From an optimization exercise on the open Yosys and OpenROAD flow, aimed at small area, a short achievable clock period and few clock cycles per item; shortcuts taken in it are not production practice. Function was checked by simulation only, so behaviour that the tests miss may differ from the original.

==> flow/design.v (outline; a module is shown in full before it is edited, if it fits) <==
// module tpu_rsqrt_iter_unit: 1533 lines
// module fa_cell: 4 lines
// module ha_cell: 4 lines
module tpu_rsqrt_iter_unit #(
  parameter int IN_WIDTH  = 16,
  parameter int IN_FRAC   = 8,
  parameter int OUT_WIDTH = 16,
  parameter int OUT_FRAC  = 11,
  parameter int LUT_BITS  = 6,
  parameter int MAX_ITERS = 3,
  parameter int TAG_WIDTH = 4
) (
  input  logic                           clk,
  input  logic                           rst_n,
  input  logic                           flush,
  input  logic                           in_valid,
  output logic                           in_ready,
  input  logic [IN_WIDTH-1:0]            in_data,
  input  logic                           in_op,
  input  logic [$clog2(MAX_ITERS+1)-1:0] in_iters,
  input  logic [TAG_WIDTH-1:0]           in_tag,
  output logic                           out_valid,
  input  logic                           out_ready,
  output logic [OUT_WIDTH-1:0]           out_data,
  output logic [TAG_WIDTH-1:0]           out_tag,
  output logic                           out_sat,
  output logic                           out_zero,
  output logic                           busy,
  output logic [31:0]                    ops_count,
  output logic [31:0]                    sat_count
);
  // ...
==> flow/run.sh <==
#!/bin/bash
# synth_recipe.tcl (not shown) runs the flow's synth.tcl, then flattens the netlist and writes it again
# the make line also repeats each setting of config.mk as NAME=value (left out here)
make -C /OpenROAD-flow-scripts/flow DESIGN_CONFIG=/design/flow/config.mk WORK_HOME=/design/flow/orfs CLKGATE_MAP_FILE= SYNTH_SCRIPT=/design/flow/synth_recipe.tcl finish
==> flow/config.mk <==
export PLATFORM = sky130hd
export DESIGN_NAME = tpu_rsqrt_iter_unit
export DESIGN_NICKNAME = tpu_rsqrt_iter_unit
export VERILOG_FILES = /design/flow/design.v
export SDC_FILE = /design/flow/constraint.sdc
export NUM_CORES = 4
export LEC_CHECK = 0
export CAP_MARGIN = 20
export CORE_MARGIN = 2
export CORE_UTILIZATION = 55
export CTS_BUF_LIST = sky130_fd_sc_hd__clkbuf_16
export CTS_CLUSTER_DIAMETER = 150
export CTS_CLUSTER_SIZE = 25
export SETUP_SLACK_MARGIN = 5
export SLEW_MARGIN = 20
export SYNTH_HIERARCHICAL = 1
==> flow/constraint.sdc <==
create_clock -name core_clock -period 11.0 [get_ports {clk}]
set_input_delay 2.2000 -clock core_clock [delete_from_list [all_inputs] [get_ports {clk}]]
set_output_delay 2.2000 -clock core_clock [all_outputs]
set_load 0.01 [all_outputs]
==> qor.yml, run 1 <==
sta:
  fmax_mhz: 172
  finalCriticalPeriod_ns: 5.83
  hold_viol: 0
  finalSetupTns_ns: 0
  fin_skew_ns: 0.0295
  fin_ws_ns: 5.17
job:
  drv_cap: 0
clock_network:
  cts_hold_buf: 0
  clk_latency_ns: 0.69
  clk_path_buf_depth: 3
finish:
  drive_gt1_frac: 0.0646
  top_regs: "m_q: 143 flops, tag_q: 36 flops, a_q: 35 flops"
  largest_reg_flops: 143
  syn_to_final_growth_pct: 6.72
  clock_buffers: 30
  nonClkBufAreaFrac: 0.0369
  seq_cells: 616
  layout_common_cells: "896 x fa_1, 598 x xnor2_1, 546 x and2_1"
  seq_area_sq_um: 13100
  nNonClkBuffers: 272
  multi_input_cells: 5585
yosys:
  post_synth_main_area_contributors: "fa_1 27%, dfxtp_1 16%, ha_1 8.9%"
  synthCells: 6824
  seq_area_frac_synth: 0.194
  synth.area.mux_share: 0.0117
status:
  status: "complete, no violations"
route:
  routed_wl_mm: 184
  routed.top_layer: "met5"
  vias: 50700
  met3_wirelength_mm: 10.9
placed_design:
  routabilityCongestion: 0.902
  dpl.hpwl_mm: 128
  pre_cts_ws_ns: 4.25
die:
  die_area_sq_um: 124000
worst_setup_path:
  reg2reg_slack_ns: 5.17
  endpoint: "bt_q[6]"
  path_max_fanout: 22
  path_cells: "buf_4, xnor2_1, fa_1, fa_1, fa_1, fa_1, ha_1, a21o_1, a21o_1, a21o_1, a221oi_4, a21oi_1, o41ai_4, o2111ai_1, a21oi_1, xnor2_1, inv_1, ha_1, mux2_2"
  path_buf_inv: 2
  path_depth: 19
grt:
  grt_max_degree: 112
  met3_usage: 0.0328
Testbench counts, summed over its fixed seeds: cycles 4,880, items 4,800.
==> run 2: changes to the inputs <==
--- a/flow/config.mk
+++ b/flow/config.mk
@@ -10,7 +10,7 @@
 export CORE_UTILIZATION = 55
 export CTS_BUF_LIST = sky130_fd_sc_hd__clkbuf_16
 export CTS_CLUSTER_DIAMETER = 150
-export CTS_CLUSTER_SIZE = 25
+export CTS_CLUSTER_SIZE = 30
 export SETUP_SLACK_MARGIN = 5
 export SLEW_MARGIN = 20
 export SYNTH_HIERARCHICAL = 1
==> run 2 against run 1 <==
  * Critical endpoint is now in_ready
  * Setup slack better by 0.032 ns
  * Highest routed layer is now met4
  * Worst hold slack improved by 0.018 ns
==> qor.yml, run 2 <==
yosys:
  synthSimpleGateAreaFrac: 0.134
  synth_area_sq_um: 66700
  synthCells: 6824  # unchanged
  post_synth_main_area_contributors: "fa_1 27%, dfxtp_1 16%, ha_1 8.9%"
  yosys-top-cells-count: "896 x fa_1, 600 x xnor2_1, 546 x and2_1, 518 x dfxtp_1, 501 x a22oi_1"
  yosys_warnings: 12
  synth_cell_types: 95
  yosysMostFrequentCell: "fa_1"
  seq_area_frac_synth: 0.194  # unchanged
  synth.top_cell.area_share: 0.269
  ys_ff_latch: 616
  synth.area.mux_share: 0.0117  # unchanged
  synthAdderAreaFrac: 0.357
  avgSynthCellArea_sq_um: 9.78
  synth.largest_area_cell: "fa_1"
  synth_top_family_by_area: "adder cells"
  ys_async_sr_fraction: 0.123
  synthFlopType: "dfxtp_1"
  synth-compound-area-share: 0.160
  synth_edf_count: 22
  synth_xor_area_frac: 0.104
worst_setup_path:
  slowest_stage: "clkdlybuf4s50_1"
  r2r_end: "a_q[32]"
  startpoint: "out_ready"
  worstPathArrival_ns: 3.60
  path_max_fanout: 3  # -86%
  worstRegToRegCells: 18
  required_ns: 8.80
  timing.critical_path.mode_cell: "clkdlybuf4s50_1"
  path_cells: "clkdlybuf4s50_1, nor2b_1, a21oi_1, clkdlybuf4s50_1"
  worstReg2RegStart: "r_q7[4]"
  crit_path_end_kind: "output pin"
  cp-start-kind: "primary input"
  endpoint: "in_ready"
  path_depth: 4  # -15
  path_buf_inv: 2  # unchanged
  reg2reg_slack_ns: 5.23  # +0.06 ns
  cpPeakStageDelay_ns: 0.58
  worstSetupPathType: "primary input to output pin"
  critical_path.top_delay_family: "buffers and inverters"
route:
  first_pass_iters: 6
  detail_route.wl_per_cell_um: 22.2
  postRouteAntennaNets: 0
  drt-initial-drc-count: 4217
  vias: 50700  # +0.018%
  drc: 0
  routed_via_density: 6.11
  routed_wl_mm: 184  # about the same
finish:
  largest-register: "m_q"
  final_common_cell: "fa_1"
  top_regs: "m_q: 143 flops, tag_q: 36 flops, a_q: 35 flops"
  drive_gt1_frac: 0.0655  # +0.000898
  largest_reg_flops: 143  # unchanged
  nNetsFinal: 8068
  layout_common_cells: "896 x fa_1, 599 x xnor2_1, 546 x and2_1"
  fin_util: 0.593
  syn_to_final_growth_pct: 6.78  # about the same
sta:
  setup_viol: 0
  rsz0062_at_grt: "yes"
  finalSetupTns_ns: 0  # unchanged
  finalCriticalPeriod_ns: 5.80  # -0.0318 ns
  fin_skew_ns: 0.0234  # -0.00617 ns
  fmax_mhz: 172  # +0.55%
  tightest_slew_ns: 1.04
  max_slew_margin: 0.307
  period_share: 0.527
  whs_ns: 0.329
  hold_viol: 0  # unchanged
  drv_slew: 0
die:
  ios: 117
  die_h_um: 352
  initial_core_util: 0.556
  die_area_sq_um: 124000  # unchanged
  num_rows: 127
  fp.dieW_um: 352
  core-area_sq_um: 120000
clock_network:
  clk_path_buf_depth: 3  # unchanged
  cts_made_buffers: 27
  cts.sinks: 616
  clk_latency_ns: 0.67  # -0.02 ns
  htree_levels: 1
  root_buffer: "clkbuf_16"
  path_clk_slew_ns: 0.11
  cts_tree: "done"
grt:
  grt_pass1_wl_mm: 292
  overflow: 0
  grt_pass1_vias: 51600
  grtUsageTotal: 0.291
  grt_max_degree: 112  # unchanged
  antenna_found_initial: 1
hold_path:
  hp-class: "register to register"
placed_design:
  port-buffer-count: 116
  routabilityCongestion: 0.902  # unchanged
  dpl.hpwl_mm: 128  # unchanged
status:
  status: "complete, no violations"
job:
  drv_cap: 0  # unchanged
## run 2: layout make-up
type / instances / area, sq um
repair inverters: 1 / 5.00
flip-flops and latches: 616 / 13100
inverters: 163 / 643
fillers: 10500 / 48900
well taps: 1612 / 2020
clock buffers: 27 / 676
multi-input cells: 5585 / 51900
repair buffers: 277 / 2690
diodes: 1 / 2.50
clock inverters: 15 / 180
## run 2: how the worst min path moves through the flow
stage | startpoint | endpoint | slack (ns) | cells after the start
6_report | it_q[7][1] | it_q[8][1] | 0.33 | 0
5_1_grt | m_q[6][15] | m_q[7][15] | 0.33 | 0
4_1_cts | m_q[7][8] | m_q[8][8] | 0.32 | 0
3_5_place_dp | it_q[2][1] | it_q[3][1] | 0.31 | 0
3_3_place_gp | it_q[2][1] | it_q[3][1] | 0.31 | 0
2_1_floorplan | h_q[1] | h_q[2] | 0.31 | 0
## run 2: Yosys stat by module, one instance, submodules excluded
module / area (sq um) / copies in the design / flops+latches
fa_cell: 20.0 / 865 / 0
tpu_rsqrt_iter_unit: 47700 / 1 / 616
ha_cell: 12.5 / 139 / 0
## run 2: layer usage
layer,part of all wire,GRT usage,up-vias
met1,0.44,0.408,25500
met2,0.47,0.479,1810
met5,0,0,-
met4,0.026,0.0794,0
li1,-,-,23100
met3,0.060,0.0325,324
## run 2: through the flow
stage / setup slack [ns] / std cells / instance area [sq um]
after global routing: 4.98 / 8296 / 71300
after floorplan: 5.03 / 6881 / 67000
after detailed placement: 4.25 / 8207 / 69100
final: 5.20 / 8297 / 71300
after global placement: 4.31 / 8207 / 69100
after CTS: 5.00 / 8264 / 70400
## run 2: kinds of logic (layout without fill, tap and decap cells)
family,after synthesis,after routing
AO/OA/AOI/OAI,1567,1568
XOR/XNOR,794,794
other,2,60
flip-flops,616,616
AND/OR/NAND/NOR,1731,1732
buffers and inverters,682,483
adder cells (fa/ha/maj),1369,1369
multiplexers,63,63
## run 2: what timing repair did
action | 4_1_cts | 5_1_grt
cloned | 3 | 7
setup buffers | 12 | 25
hold buffers | 0 | 0
setup endpoints to repair | 78 | 75
gates resized for setup | 95 | 160
pin swaps | 4 | 26

==> separate check: timing with driven ports <==
How much do the figures lean on ideal ports? The routed layouts below were timed once more, with nothing changed but the port constraints. Step 1 (the two cells are an assumption about what drives the block):
set clk [get_ports {clk}]
set_driving_cell -lib_cell sky130_fd_sc_hd__clkbuf_16 $clk
set_driving_cell -lib_cell sky130_fd_sc_hd__buf_2 [delete_from_list [all_inputs] $clk]
Step 2, shift: input delay + t, output delay - t, t = (earliest + latest rising clock arrival at the registers) / 2. This alone moves slack from input paths to output paths. Three values: ideal, step 1, step 2; two values: the first two.
| run | t, ns | setup WS [ns] | hold WS [ns] |
|---|---|---|---|
| run 1 | 0.742 | 5.169 / 5.155 / 5.155 | 0.312 / 0.312 / 0.312 |
| run 2 | 0.732 | 5.201 / 5.156 / 5.156 | 0.329 / 0.329 / 0.329 |
After both steps setup and hold are still met in every run listed. The setup slack of run 2, which loses most, moves by -0.045 ns with the drivers and by -0.045 ns with both steps.
